This is an optimization exercise on Yosys and OpenROAD, whose aim is small area, a short achievable clock period and few clock cycles per item, not a production implementation.
In this exercise RTL edits were held to simulation tests only and were not proved equivalent to the original.

==> inputs of trial 57 <==
// bds_top
module bds_top
(
  input  logic        clk,
  input  logic        rst,
  input  logic        query_valid,
  output logic        query_stall,
  input  logic [27:0] query_clock_hz,
  input  logic [22:0] query_baud_wanted,
  output logic        result_valid,
  input  logic        result_stall,
  output logic [4:0]  result_osr_field,
  output logic [12:0] result_sbr_divisor,
  output logic        result_both_edge,
  output logic [27:0] result_rate_error,
  output logic        result_divisor_overflow
);
==> flow/config.mk <==
export PLATFORM = sky130hd
export DESIGN_NAME = bds_top
export DESIGN_NICKNAME = bds_top
export VERILOG_FILES = /design/flow/design.v
export SDC_FILE = /design/flow/constraint.sdc
export NUM_CORES = 4
export LEC_CHECK = 0
export CAP_MARGIN = 20
export CORE_MARGIN = 2
export CORE_UTILIZATION = 50
export SETUP_SLACK_MARGIN = 4.5
export SLEW_MARGIN = 20
==> flow/constraint.sdc <==
create_clock -name core_clock -period 8.0 [get_ports {clk}]
set_input_delay 1.6000 -clock core_clock [delete_from_list [all_inputs] [get_ports {clk}]]
set_output_delay 1.6000 -clock core_clock [all_outputs]
set_load 0.01 [all_outputs]
run.sh (not shown) runs the stock make flow with config.mk's settings and CLKGATE_MAP_FILE= SYNTH_SCRIPT=/design/flow/synth_recipe.tcl, a recipe that flattens the netlist after the stock synthesis.
==> inputs of trial 20, as changes to trial 57 <==
--- a/flow/design.v
+++ b/flow/design.v
@@ -161,91 +161,55 @@
   logic [22:0] qb;
   assign qc = query.clock_hz;
   assign qb = query.baud_wanted;
   logic        inv;
   logic        cin;        
   logic [23:0] eval;
-  logic [24:0] trial;
-  logic [25:0] diff;       
-  logic [25:0] diff2;      
-  logic [25:0] diff3;      
-  logic [24:0] d3;         
-  logic        dnew;       
-  logic        hold;       
-  logic [1:0]  qd;         
+  logic [23:0] trial;
+  logic [24:0] diff;
+  logic        fits;
   logic        skip;
   logic        last;
   logic [22:0] rem_step;
   logic [27:0] quo_step;
   logic [4:0]  cnt_step;
   assign inv   = (kind == K_BUMP) || (kind == K_ZERO);
   always_ff @(posedge clk) begin
     cin <= !(state == S_DIV && last && inv);
   end
+  assign trial = {rem, quo[27]};
   assign eval  = diff[23:0] ^ {24{inv}};
-  logic [24:0] d3_sum;
-  logic        d3_co, dco, dco2, dco3;
-  bds_add #(.W(25)) u_d3 (
-    .a  ({2'b0, dvs}),
-    .b  ({1'b0, dvs, 1'b0}),
-    .ci (1'b0),
-    .s  (d3_sum),
-    .co (d3_co)
-  );
-  always_ff @(posedge clk) begin
-    d3   <= d3_sum;
-    dnew <= (state == S_IDLE) || (state == S_SEL) || (state == S_CAND) || (state == S_CMP);
-  end
-  assign trial = {rem, quo[27:26]};
-  bds_add #(.W(26)) u_sub1 (
+  logic        dco;
+  bds_add #(.W(25)) u_sub (
     .a  ({1'b0, trial}),
-    .b  ({3'b111, ~dvs}),
+    .b  ({2'b11, ~dvs}),
     .ci (cin),
     .s  (diff),
     .co (dco)
   );
-  bds_add #(.W(26)) u_sub2 (
-    .a  ({1'b0, trial}),
-    .b  ({2'b11, ~dvs, 1'b1}),
-    .ci (1'b1),
-    .s  (diff2),
-    .co (dco2)
-  );
-  bds_add #(.W(26)) u_sub3 (
-    .a  ({1'b0, trial}),
-    .b  ({1'b1, ~d3}),
-    .ci (1'b1),
-    .s  (diff3),
-    .co (dco3)
-  );
-  assign qd    = !diff3[25] ? 2'd3 : !diff2[25] ? 2'd2 : !diff[25] ? 2'd1 : 2'd0;
-  assign hold  = dnew && !skip;
+  assign fits  = !diff[24];
   assign skip  = (cnt >= 5'd4) && (rem[22:19] == 4'd0) && ({rem[18:0], quo[27:24]} < dvs);
   always_comb begin
     if (skip) begin
       rem_step = {rem[18:0], quo[27:24]};
       quo_step = {quo[23:0], 4'b0};
       cnt_step = cnt - 5'd4;
       last     = (cnt == 5'd4);
     end else begin
-      case (qd)
-        2'd3:    rem_step = diff3[22:0];
-        2'd2:    rem_step = diff2[22:0];
-        2'd1:    rem_step = diff[22:0];
-        default: rem_step = trial[22:0];
-      endcase
-      quo_step = {quo[25:0], qd};
-      cnt_step = cnt - 5'd2;
-      last     = (cnt == 5'd2) && !hold;
+      rem_step = fits ? diff[22:0] : trial[22:0];
+      quo_step = {quo[26:0], fits};
+      cnt_step = cnt - 5'd1;
+      last     = (cnt == 5'd1);
     end
   end
   logic [3:0]  top;        
   logic [21:0] qpad;
   logic [1:0]  gtop;       
   logic [1:0]  gtop1;      
   logic [1:0]  gtop2;      
+  logic [1:0]  gtop3;      
   logic [1:0]  gdec;       
   logic [4:0]  m_next;
   logic [1:0]  q2;
   logic        dffff_next;
   assign qpad = {1'b0, qv};
   always_comb begin
@@ -253,17 +217,19 @@
     for (int i = 1; i < 11; i++) begin
       if (|qpad[2*i +: 2]) top = 4'(i);
     end
     gtop  = 2'b0;
     gtop1 = 2'b0;
     gtop2 = 2'b0;
+    gtop3 = 2'b0;
     gdec  = 2'b0;
     for (int i = 0; i < 11; i++) begin
       if (top == 4'(i)) gtop = qpad[2*i +: 2];
       if (top == 4'(i + 1)) gtop1 = qpad[2*i +: 2];
       if (top == 4'(i + 2)) gtop2 = qpad[2*i +: 2];
+      if (top == 4'(i + 3)) gtop3 = qpad[2*i +: 2];
       if (grp == 4'(i + 1)) gdec = qpad[2*i +: 2];
     end
   end
   logic [7:0]  nr1, nr2, nr3;
   logic [5:0]  sosr_d;     
   logic        sosr_we;
@@ -282,23 +248,30 @@
     .bits    (gbits),
     .rem_out (m_next),
     .quo     (q2)
   );
   assign dffff_next = (grp <= 4'd7) ? (dffff & (&q2)) : dffff;
   logic        pre2;
+  logic        pre3;
   logic [4:0]  mrem_init;
   logic [3:0]  grp_init;
   logic [1:0]  gbits_init;
   logic        dffff_init;
   always_comb begin
-    pre2 = (sosr_d >= 6'd15) && (top >= 4'd2);
+    pre3 = (top >= 4'd3) && ({gtop, gtop1, gtop2} <= sosr_d);
+    pre2 = (top >= 4'd2) && ({2'b0, gtop, gtop1} <= sosr_d);
     if (top == 4'd0) begin
       mrem_init  = 5'd0;
       grp_init   = 4'd0;
       gbits_init = gtop;
       dffff_init = 1'b0;
+    end else if (pre3) begin
+      mrem_init  = {gtop[0], gtop1, gtop2};
+      grp_init   = top - 4'd3;
+      gbits_init = gtop3;
+      dffff_init = (top >= 4'd10);
     end else if (pre2) begin
       mrem_init  = {1'b0, gtop, gtop1};
       grp_init   = top - 4'd2;
       gbits_init = gtop2;
       dffff_init = (top >= 4'd9);
     end else begin
@@ -326,12 +299,16 @@
   assign sfin  = (mmin == 6'd0) || sosr[5] || ((qv[20:6] == 15'd0) && (qv[5:0] <= sosr));
   assign srun  = searching && !pend && !sfin && !snew;
   assign snew  = lastv && ({1'b0, mlast} < mmin);
   assign sdone = sfin && !lastv && !pend;
   logic        r4_norm;
   assign r4_norm = !qbig && (qv[20:18] == 3'd0) && (qv[17:2] != 16'd0);
+  logic        exact4;
+  assign exact4 = r4_norm && (qv[1:0] == 2'd0) && (rem < {2'b0, qv});
+  logic        fin4;
+  assign fin4 = (best_kind == K_NORM) && (best_osr == 5'd3);
   logic [6:0]  xadd;       
   logic [21:0] qsum;
   logic [5:0]  ratio;
   assign ratio = {1'b0, osr} + 6'd1;
   always_ff @(posedge clk) begin
     if (state == S_ESUB)     xadd <= {1'b0, ratio} - {2'b0, cm};
@@ -344,14 +321,14 @@
   logic        ez;
   logic        go_bump;
   logic        is_sat;
   logic [4:0]  zosr;       
   logic        has_zero;
   assign first    = (osr == 5'd3) && (kind != K_BUMP);
-  assign lt       = diff[25] || first;
-  assign ez       = (trial == 25'd0);
+  assign lt       = diff[24] || first;
+  assign ez       = (trial == 24'd0);
   assign go_bump  = (kind == K_NORM) && lt && (osr != 5'd3) && !cdf && !ez && !clos;
   assign is_sat   = qbig || (qv[20:16] > osr);
   assign has_zero = (qv[20:5] == 16'd0);
   assign zosr     = (qv[4:0] < 5'd3) ? 5'd3 : qv[4:0];
   logic [3:0]  nxt_state;
   logic [1:0]  nxt_kind;
@@ -386,13 +363,16 @@
         S_IDLE: begin
           if (query_valid) state <= S_QDIV;
         end
         S_QDIV: begin
           if (last) state <= S_START;
         end
-        S_START: state <= S_SEL;
+        S_START: begin
+          state <= exact4 ? S_FIN : S_SEL;
+          if (exact4) qs <= 1'b0;
+        end
         S_SEL: begin
           state <= nxt_state;
         end
         S_CAND: state <= S_DIV;
         S_DIV: begin
           if (last) state <= S_ESUB;
@@ -409,58 +389,67 @@
             state <= S_CAND;
           end else begin
             state <= S_SEL;
           end
         end
         S_FIN: begin
-          if (best_kind == K_SAT || best_kind == K_ZERO) begin
-            state <= S_ACC;
-            qs    <= 1'b0;
+          if (best_kind == K_SAT || best_kind == K_ZERO || fin4) begin
+            if (!qs) begin
+              state        <= S_OUT;
+              result_valid <= 1'b1;
+            end else begin
+              state <= S_ACC;
+              qs    <= 1'b0;
+            end
           end else if (best_kind == K_BUMP) begin
             state <= S_FIN2;
           end else begin
             state <= S_FSCAN;
           end
         end
         S_FIN2:  state <= S_FIN3;
         S_FIN3:  state <= S_FSCAN;
         S_FSCAN: begin
+          if (grp == 4'd1) qs <= 1'b0;
           if (grp == 4'd0) begin
-            state <= S_ACC;
-            qs    <= 1'b0;
+            if (!qs) begin
+              state        <= S_OUT;
+              result_valid <= 1'b1;
+            end else begin
+              state <= S_ACC;
+              qs    <= 1'b0;
+            end
           end
         end
         S_ACC: begin
           state        <= S_OUT;
           result_valid <= 1'b1;
         end
         S_OUT: begin
           if (!result_stall) begin
-            state        <= S_IDLE;
+            state        <= query_valid ? S_QDIV : S_IDLE;
             result_valid <= 1'b0;
           end
         end
         default: state <= S_IDLE;
       endcase
     end
   end
   always_ff @(posedge clk) begin
     case (state)
-      S_IDLE: begin
+      S_IDLE, S_OUT: begin
         quo <= qc;
         rem <= '0;
         dvs <= qb;
         cnt <= 5'd28;
         osr <= 5'd3;
       end
       S_QDIV: begin
-        if (!hold) begin
-          rem <= rem_step;
-          quo <= quo_step;
-          cnt <= cnt_step;
-        end
+        rem <= rem_step;
+        quo <= quo_step;
+        cnt <= cnt_step;
         if (last) begin
           qv   <= quo_step[20:0];
           qbig <= |quo_step[27:21];
         end
       end
       S_SEL: begin
@@ -484,26 +473,33 @@
         quo  <= qc;
         rem  <= '0;
         cnt  <= 5'd28;
         kind <= K_NORM;
       end
       S_DIV: begin
-        if (!hold) cnt <= cnt_step;
+        cnt <= cnt_step;
         if (last) begin
-          dvs        <= qb;
-          rem        <= {1'b0, quo_step[23:2]};
-          quo[27:26] <= quo_step[1:0];
-        end else if (!hold) begin
+          dvs     <= qb;
+          rem     <= quo_step[23:1];
+          quo[27] <= quo_step[0];
+        end else begin
           rem <= rem_step;
           quo <= quo_step;
         end
       end
       S_ESUB: begin
         dvs     <= best_err;
-        rem        <= {1'b0, eval[23:2]};
-        quo[27:26] <= eval[1:0];
+        rem     <= eval[23:1];
+        quo[27] <= eval[0];
+      end
+      S_START: begin
+        if (exact4) begin
+          best_err  <= '0;
+          best_kind <= K_NORM;
+          best_osr  <= 5'd3;
+        end
       end
       S_CMP: begin
         if (lt || (ez && kind != K_BUMP)) begin
           best_err  <= trial[22:0];
           best_kind <= kind;
           if (kind != K_BUMP) best_osr <= osr;
@@ -513,23 +509,25 @@
         rem  <= '0;
         cnt  <= 5'd28;
         kind <= K_BUMP;
         if (kind == K_SAT) osr <= osr + 5'd1;
       end
       S_FIN: begin
+        if (best_kind == K_SAT)  qv <= 21'd65535;
+        if (best_kind == K_ZERO) qv <= 21'd1;
+        if (fin4)                qv <= {2'b0, qv[20:2]};
         osr <= best_osr;
         cm  <= '0;
         quo <= '0;
-        if (best_kind == K_SAT)  quo <= 28'd65535;
-        if (best_kind == K_ZERO) quo <= 28'd1;
       end
       S_FIN2: begin
         qv <= qsum[20:0];
       end
       S_FSCAN: begin
         quo <= {quo[25:0], q2};
+        if (grp == 4'd0) qv <= {quo[18:0], q2};
       end
       default: begin
       end
     endcase
   end
   always_comb begin
@@ -618,16 +616,16 @@
       end
     end
   end
   assign query_stall = qs;
   always_comb begin
     result.osr_field        = best_osr;
-    result.sbr_divisor      = quo[bds_pkg::SBR_WIDTH-1:0];
+    result.sbr_divisor      = qv[bds_pkg::SBR_WIDTH-1:0];
     result.both_edge        = (best_osr >= bds_pkg::EDGE_LOW) && (best_osr <= bds_pkg::EDGE_HIGH);
     result.rate_error       = {5'b0, best_err};
-    result.divisor_overflow = |quo[15:bds_pkg::SBR_WIDTH];
+    result.divisor_overflow = |qv[15:bds_pkg::SBR_WIDTH];
   end
 endmodule
 `timescale 1ns / 1ps
 module bds_top
 (
   input  logic        clk,
==> results.sh <==
export IMPL_outcome="complete, no violations"
export IMPL_use_met3=0.1053
export IMPL_cp_depth=19
export IMPL_clock_buffers=32
export IMPL_core_area_um2=36700
export IMPL_postSynthAreaPerCell_um2=8.702
export IMPL_most_common_layout_cells="224 x nand2_1, 184 x edfxtp_1, 172 x ha_1"
export IMPL_crit_fanout=8
export IMPL_post_cts_buffers=105
export IMPL_drive_above_1_share=0.1751
export IMPL_crit_path_top_delay_cell="or4_4"
export IMPL_slew_limit_headroom=0.3029
Source of the figures above: trial 20

==> results.sh <==
export IMPL_whs_path_depth=0
export IMPL_crit_fanout=6
export IMPL_static_leakage_power_uw=0.01070
export IMPL_postSynthAreaPerCell_um2=8.798
export IMPL_drive_above_1_share=0.1725
export IMPL_power_frac_seq=0.201
export IMPL_clock_buffers=41
export IMPL_most_common_layout_cells="214 x nand2_1, 207 x ha_1, 186 x buf_4"
export IMPL_netSwitchingPower_uw=5107
export IMPL_outcome="complete, no violations"
export IMPL_p_int_uw=5440
export IMPL_post_cts_buffers=102
export IMPL_use_met3=0.05959
export IMPL_synth_top_family_by_area="compound AO/OA/AOI/OAI gates"
export IMPL_worst_slew_pin_slew_ns=1.017
export IMPL_cp_depth=13
export IMPL_crit_path_top_delay_cell="fa_1"
export IMPL_place_area_um2=22750
export IMPL_synthTopCellsByCount="227 x nand2_1, 219 x ha_1, 192 x nor2_1, 187 x a21oi_1, 183 x edfxtp_1"
Source of the figures above: trial 57

Testbench counts of trial 57, summed over its fixed seeds: cycles 14,576, queries 256.
Testbench counts of trial 20, summed over its fixed seeds: cycles 16,274, queries 256.


==> inputs of tundra <==
Another version of the RTL of bds_top (not shown whole).
Settings: LEC_CHECK=0, CAP_MARGIN=20, CORE_MARGIN=2, CORE_UTILIZATION=60, SETUP_SLACK_MARGIN=4.5, SLEW_MARGIN=20; clock period 8.0 ns.
==> willow (differences from tundra) <==
--- a/flow/design.v
+++ b/flow/design.v
@@ -126,10 +126,11 @@
   localparam logic [3:0] S_FIN2  = 4'd9;
   localparam logic [3:0] S_FIN3  = 4'd10;
   localparam logic [3:0] S_FSCAN = 4'd11;
   localparam logic [3:0] S_ACC   = 4'd12;
   localparam logic [3:0] S_OUT   = 4'd13;
+  localparam logic [3:0] S_FIN4  = 4'd14;
   localparam logic [1:0] K_NORM = 2'd0;   
   localparam logic [1:0] K_BUMP = 2'd1;   
   localparam logic [1:0] K_SAT  = 2'd2;   
   localparam logic [1:0] K_ZERO = 2'd3;   
   logic [3:0]  state;
@@ -162,73 +163,123 @@
   assign qc = query.clock_hz;
   assign qb = query.baud_wanted;
   logic        inv;
   logic        cin;        
   logic [23:0] eval;
-  logic [23:0] trial;
-  logic [24:0] diff;
-  logic        fits;
+  logic [24:0] trial;
+  logic [25:0] diff;       
+  logic [25:0] diff2;      
+  logic [25:0] diff3;      
+  logic [24:0] d3;         
+  logic        dnew;       
+  logic        hold;       
+  logic [1:0]  qd;         
   logic        skip;
   logic        last;
   logic [22:0] rem_step;
   logic [27:0] quo_step;
   logic [4:0]  cnt_step;
   assign inv   = (kind == K_BUMP) || (kind == K_ZERO);
   always_ff @(posedge clk) begin
     cin <= !(state == S_DIV && last && inv);
   end
-  assign trial = {rem, quo[27]};
   assign eval  = diff[23:0] ^ {24{inv}};
-  logic        dco;
-  bds_add #(.W(25)) u_sub (
+  logic [24:0] d3_sum;
+  logic        d3_co, dco, dco2, dco3;
+  bds_add #(.W(25)) u_d3 (
+    .a  ({2'b0, dvs}),
+    .b  ({1'b0, dvs, 1'b0}),
+    .ci (1'b0),
+    .s  (d3_sum),
+    .co (d3_co)
+  );
+  always_ff @(posedge clk) begin
+    d3   <= d3_sum;
+    dnew <= (state == S_IDLE) || (state == S_OUT) || (state == S_SEL) || (state == S_CAND) ||
+            (state == S_CMP);
+  end
+  assign trial = {rem, quo[27:26]};
+  bds_add #(.W(26)) u_sub1 (
     .a  ({1'b0, trial}),
-    .b  ({2'b11, ~dvs}),
+    .b  ({3'b111, ~dvs}),
     .ci (cin),
     .s  (diff),
     .co (dco)
   );
-  assign fits  = !diff[24];
+  bds_add #(.W(26)) u_sub2 (
+    .a  ({1'b0, trial}),
+    .b  ({2'b11, ~dvs, 1'b1}),
+    .ci (1'b1),
+    .s  (diff2),
+    .co (dco2)
+  );
+  bds_add #(.W(26)) u_sub3 (
+    .a  ({1'b0, trial}),
+    .b  ({1'b1, ~d3}),
+    .ci (1'b1),
+    .s  (diff3),
+    .co (dco3)
+  );
+  assign qd    = !diff3[25] ? 2'd3 : !diff2[25] ? 2'd2 : !diff[25] ? 2'd1 : 2'd0;
+  assign hold  = dnew && !skip;
   assign skip  = (cnt >= 5'd4) && (rem[22:19] == 4'd0) && ({rem[18:0], quo[27:24]} < dvs);
   always_comb begin
     if (skip) begin
       rem_step = {rem[18:0], quo[27:24]};
       quo_step = {quo[23:0], 4'b0};
       cnt_step = cnt - 5'd4;
       last     = (cnt == 5'd4);
     end else begin
-      rem_step = fits ? diff[22:0] : trial[22:0];
-      quo_step = {quo[26:0], fits};
-      cnt_step = cnt - 5'd1;
-      last     = (cnt == 5'd1);
+      case (qd)
+        2'd3:    rem_step = diff3[22:0];
+        2'd2:    rem_step = diff2[22:0];
+        2'd1:    rem_step = diff[22:0];
+        default: rem_step = trial[22:0];
+      endcase
+      quo_step = {quo[25:0], qd};
+      cnt_step = cnt - 5'd2;
+      last     = (cnt == 5'd2) && !hold;
     end
   end
   logic [3:0]  top;        
+  logic [3:0]  top_c;
+  logic [1:0]  gtop_c, gtop1_c, gtop2_c, gtop3_c;
   logic [21:0] qpad;
   logic [1:0]  gtop;       
   logic [1:0]  gtop1;      
   logic [1:0]  gtop2;      
+  logic [1:0]  gtop3;      
   logic [1:0]  gdec;       
   logic [4:0]  m_next;
   logic [1:0]  q2;
   logic        dffff_next;
   assign qpad = {1'b0, qv};
   always_comb begin
-    top = 4'd0;
+    top_c = 4'd0;
     for (int i = 1; i < 11; i++) begin
-      if (|qpad[2*i +: 2]) top = 4'(i);
+      if (|qpad[2*i +: 2]) top_c = 4'(i);
     end
-    gtop  = 2'b0;
-    gtop1 = 2'b0;
-    gtop2 = 2'b0;
-    gdec  = 2'b0;
+    gtop_c  = 2'b0;
+    gtop1_c = 2'b0;
+    gtop2_c = 2'b0;
+    gtop3_c = 2'b0;
+    gdec    = 2'b0;
     for (int i = 0; i < 11; i++) begin
-      if (top == 4'(i)) gtop = qpad[2*i +: 2];
-      if (top == 4'(i + 1)) gtop1 = qpad[2*i +: 2];
-      if (top == 4'(i + 2)) gtop2 = qpad[2*i +: 2];
+      if (top_c == 4'(i)) gtop_c = qpad[2*i +: 2];
+      if (top_c == 4'(i + 1)) gtop1_c = qpad[2*i +: 2];
+      if (top_c == 4'(i + 2)) gtop2_c = qpad[2*i +: 2];
+      if (top_c == 4'(i + 3)) gtop3_c = qpad[2*i +: 2];
       if (grp == 4'(i + 1)) gdec = qpad[2*i +: 2];
     end
   end
+  always_ff @(posedge clk) begin
+    top   <= top_c;
+    gtop  <= gtop_c;
+    gtop1 <= gtop1_c;
+    gtop2 <= gtop2_c;
+    gtop3 <= gtop3_c;
+  end
   logic [7:0]  nr1, nr2, nr3;
   logic [5:0]  sosr_d;     
   logic        sosr_we;
   logic [5:0]  sosr_st;    
   logic [7:0]  nr3_d;
@@ -246,21 +297,31 @@
     .rem_out (m_next),
     .quo     (q2)
   );
   assign dffff_next = (grp <= 4'd7) ? (dffff & (&q2)) : dffff;
   logic        pre2;
+  logic        pre3;
+  logic        sinit;       
+  logic [5:0]  s_init_osr;  
+  assign s_init_osr = sinit ? sosr : sosr_d;
   logic [4:0]  mrem_init;
   logic [3:0]  grp_init;
   logic [1:0]  gbits_init;
   logic        dffff_init;
   always_comb begin
-    pre2 = (sosr_d >= 6'd15) && (top >= 4'd2);
+    pre3 = (top >= 4'd3) && ({gtop, gtop1, gtop2} <= s_init_osr);
+    pre2 = (top >= 4'd2) && ({2'b0, gtop, gtop1} <= s_init_osr);
     if (top == 4'd0) begin
       mrem_init  = 5'd0;
       grp_init   = 4'd0;
       gbits_init = gtop;
       dffff_init = 1'b0;
+    end else if (pre3) begin
+      mrem_init  = {gtop[0], gtop1, gtop2};
+      grp_init   = top - 4'd3;
+      gbits_init = gtop3;
+      dffff_init = (top >= 4'd10);
     end else if (pre2) begin
       mrem_init  = {1'b0, gtop, gtop1};
       grp_init   = top - 4'd2;
       gbits_init = gtop2;
       dffff_init = (top >= 4'd9);
@@ -285,11 +346,11 @@
   logic        snew;        
   logic        sdone;       
   assign searching = (state == S_SEL) || (state == S_CAND) || (state == S_DIV) ||
                      (state == S_ESUB) || (state == S_CMP);
   assign sfin  = (mmin == 6'd0) || sosr[5] || ((qv[20:6] == 15'd0) && (qv[5:0] <= sosr));
-  assign srun  = searching && !pend && !sfin && !snew;
+  assign srun  = searching && !pend && !sfin && !snew && !sinit;
   assign snew  = lastv && ({1'b0, mlast} < mmin);
   assign sdone = sfin && !lastv && !pend;
   logic        r4_norm;
   assign r4_norm = !qbig && (qv[20:18] == 3'd0) && (qv[17:2] != 16'd0);
   logic        exact4;
@@ -299,25 +360,26 @@
   logic [6:0]  xadd;       
   logic [21:0] qsum;
   logic [5:0]  ratio;
   assign ratio = {1'b0, osr} + 6'd1;
   always_ff @(posedge clk) begin
-    if (state == S_ESUB)     xadd <= {1'b0, ratio} - {2'b0, cm};
-    else if (state == S_FIN) xadd <= {2'b0, best_osr} + 7'd1;
-    else                     xadd <= 7'd0 - {2'b0, mlast};
+    if (state == S_ESUB)       xadd <= {1'b0, ratio} - {2'b0, cm};
+    else if (state == S_FIN)   xadd <= {2'b0, best_osr} + 7'd1;
+    else if (state == S_START) xadd <= 7'd0 - {5'b0, qv[1:0]};
+    else                       xadd <= 7'd0 - {2'b0, mlast};
   end
   assign qsum  = {1'b0, qv} + {{15{xadd[6]}}, xadd};
   logic        first;
   logic        lt;
   logic        ez;
   logic        go_bump;
   logic        is_sat;
   logic [4:0]  zosr;       
   logic        has_zero;
   assign first    = (osr == 5'd3) && (kind != K_BUMP);
-  assign lt       = diff[24] || first;
-  assign ez       = (trial == 24'd0);
+  assign lt       = diff[25] || first;
+  assign ez       = (trial == 25'd0);
   assign go_bump  = (kind == K_NORM) && lt && (osr != 5'd3) && !cdf && !ez && !clos;
   assign is_sat   = qbig || (qv[20:16] > osr);
   assign has_zero = (qv[20:5] == 16'd0);
   assign zosr     = (qv[4:0] < 5'd3) ? 5'd3 : qv[4:0];
   logic [3:0]  nxt_state;
@@ -355,11 +417,11 @@
         end
         S_QDIV: begin
           if (last) state <= S_START;
         end
         S_START: begin
-          state <= exact4 ? S_FIN : S_SEL;
+          state <= exact4 ? S_FIN : r4_norm ? S_CAND : S_SEL;
           if (exact4) qs <= 1'b0;
         end
         S_SEL: begin
           state <= nxt_state;
         end
@@ -395,11 +457,12 @@
           end else begin
             state <= S_FSCAN;
           end
         end
         S_FIN2:  state <= S_FIN3;
-        S_FIN3:  state <= S_FSCAN;
+        S_FIN3:  state <= S_FIN4;
+        S_FIN4:  state <= S_FSCAN;
         S_FSCAN: begin
           if (grp == 4'd1) qs <= 1'b0;
           if (grp == 4'd0) begin
             if (!qs) begin
               state        <= S_OUT;
@@ -432,13 +495,15 @@
         dvs <= qb;
         cnt <= 5'd28;
         osr <= 5'd3;
       end
       S_QDIV: begin
-        rem <= rem_step;
-        quo <= quo_step;
-        cnt <= cnt_step;
+        if (!hold) begin
+          rem <= rem_step;
+          quo <= quo_step;
+          cnt <= cnt_step;
+        end
         if (last) begin
           qv   <= quo_step[20:0];
           qbig <= |quo_step[27:21];
         end
       end
@@ -464,24 +529,24 @@
         rem  <= '0;
         cnt  <= 5'd28;
         kind <= K_NORM;
       end
       S_DIV: begin
-        cnt <= cnt_step;
+        if (!hold) cnt <= cnt_step;
         if (last) begin
-          dvs     <= qb;
-          rem     <= quo_step[23:1];
-          quo[27] <= quo_step[0];
-        end else begin
+          dvs        <= qb;
+          rem        <= {1'b0, quo_step[23:2]};
+          quo[27:26] <= quo_step[1:0];
+        end else if (!hold) begin
           rem <= rem_step;
           quo <= quo_step;
         end
       end
       S_ESUB: begin
         dvs     <= best_err;
-        rem     <= eval[23:1];
-        quo[27] <= eval[0];
+        rem        <= {1'b0, eval[23:2]};
+        quo[27:26] <= eval[1:0];
       end
       S_START: begin
         if (exact4) begin
           best_err  <= '0;
           best_kind <= K_NORM;
@@ -522,11 +587,11 @@
   end
   always_comb begin
     sosr_we = 1'b1;
     if (state == S_START) begin
       sosr_d = sosr_st;
-    end else if (state == S_FIN || state == S_FIN3) begin
+    end else if (state == S_FIN || state == S_FIN4) begin
       sosr_d = {1'b0, best_osr};
     end else begin
       sosr_d  = sosr + 6'd1;
       sosr_we = searching && srun && (grp == 4'd0);
     end
@@ -536,46 +601,51 @@
   end
   always_comb begin
     if (r4_norm)   sosr_st = 6'd4;
     else if (qbig) sosr_st = 6'd32;
     else           sosr_st = (qv[20:16] < 5'd3) ? 6'd3 : {1'b0, qv[20:16]};
-    if (state == S_START || state == S_FIN || state == S_FIN3)
+    if (state == S_START || state == S_FIN || state == S_FIN4)
       nr3_d = ~({2'b0, sosr_d} + {1'b0, sosr_d, 1'b0} + 8'd2);
     else
       nr3_d = nr3 - 8'd3;
   end
   always_ff @(posedge clk) begin
+    sinit <= (state == S_START);
     if (state == S_START) begin
-      mrem  <= mrem_init;
-      grp   <= grp_init;
-      gbits <= gbits_init;
-      dffff <= dffff_init;
       sdh   <= 1'b0;
       dlo2  <= 1'b0;
       dlo4  <= 2'b0;
-      mmin  <= 6'd32;
-      pend  <= 1'b0;
       if (r4_norm) begin
-        lastv <= 1'b1;
+        mmin  <= {4'b0, qv[1:0]};
+        pend  <= 1'b1;
+        lastv <= 1'b0;
         mlast <= {3'b0, qv[1:0]};
         dlast <= (qv[17:2] == 16'hFFFF);
         dlh   <= |qv[20:7];
         dll   <= qv[6:2];
       end else begin
+        mmin  <= 6'd32;
+        pend  <= 1'b0;
         lastv <= 1'b0;
       end
-    end else if (state == S_FIN || state == S_FIN3) begin
+    end else if (state == S_FIN || state == S_FIN4) begin
       mrem  <= mrem_init;
       grp   <= grp_init;
       gbits <= gbits_init;
       lastv <= 1'b0;
       pend  <= 1'b0;
     end else if (state == S_FSCAN) begin
       mrem  <= m_next;
       grp   <= grp - 4'd1;
       gbits <= gdec;
     end else if (searching) begin
+      if (sinit) begin
+        mrem  <= mrem_init;
+        grp   <= grp_init;
+        gbits <= gbits_init;
+        dffff <= dffff_init;
+      end
       if (state == S_CAND) pend <= 1'b0;
       if (snew) begin
         pend <= 1'b1;
         mmin <= {1'b0, mlast};
       end
--- a/flow/config.mk
+++ b/flow/config.mk
@@ -5,8 +5,8 @@
 export SDC_FILE = /design/flow/constraint.sdc
 export NUM_CORES = 4
 export LEC_CHECK = 0
 export CAP_MARGIN = 20
 export CORE_MARGIN = 2
-export CORE_UTILIZATION = 60
+export CORE_UTILIZATION = 50
 export SETUP_SLACK_MARGIN = 4.5
 export SLEW_MARGIN = 20
==> run notes <==
In tundra the non-clock buffer count is lower than in willow, by 144.
In tundra the hold slack is higher than in willow, by 0.040 ns.
Of tundra and willow, willow has the higher routed wire length (gap 29%, measured against willow).
Count of clock-buffer cells in the layout: tundra is higher than willow (1).
Die area: willow is larger than tundra (50%).
Cell area: willow is higher than tundra (35%).
Of tundra and willow, willow has the higher synthesized cell count (gap 21%, measured against willow).
Testbench counts of tundra, summed over its fixed seeds: cycles 16,795, queries 256.
Testbench counts of willow, summed over its fixed seeds: cycles 11,813, queries 256.

-- afterwards: timing with drivers on the ports --
How much do the figures lean on ideal ports? The routed layouts below were timed once more, with nothing changed but the port constraints.
Step 1 sets driving cells, clkbuf_16 on the clock port and buf_2 on the other inputs (assumed; they add their load-dependent delay and slew).
Step 2, shift: input delay + t, output delay - t, t = (earliest + latest rising clock arrival at the registers) / 2. This alone moves slack from input paths to output paths.
a / b / c = ideal / step 1 / step 2; a / b = the first two.
run	t, ns	setup slack, ns	worst slew at a driven data input, ns
trial 57	0.633	4.349 / 4.349 / 4.349	0.10
trial 20	0.614	3.239 / 3.239 / 3.239	0.06
tundra	0.602	4.444 / 4.389 / 4.467	0.06
willow	0.648	3.836 / 3.836 / 3.836	0.05
After both steps every run listed still meets setup and hold.
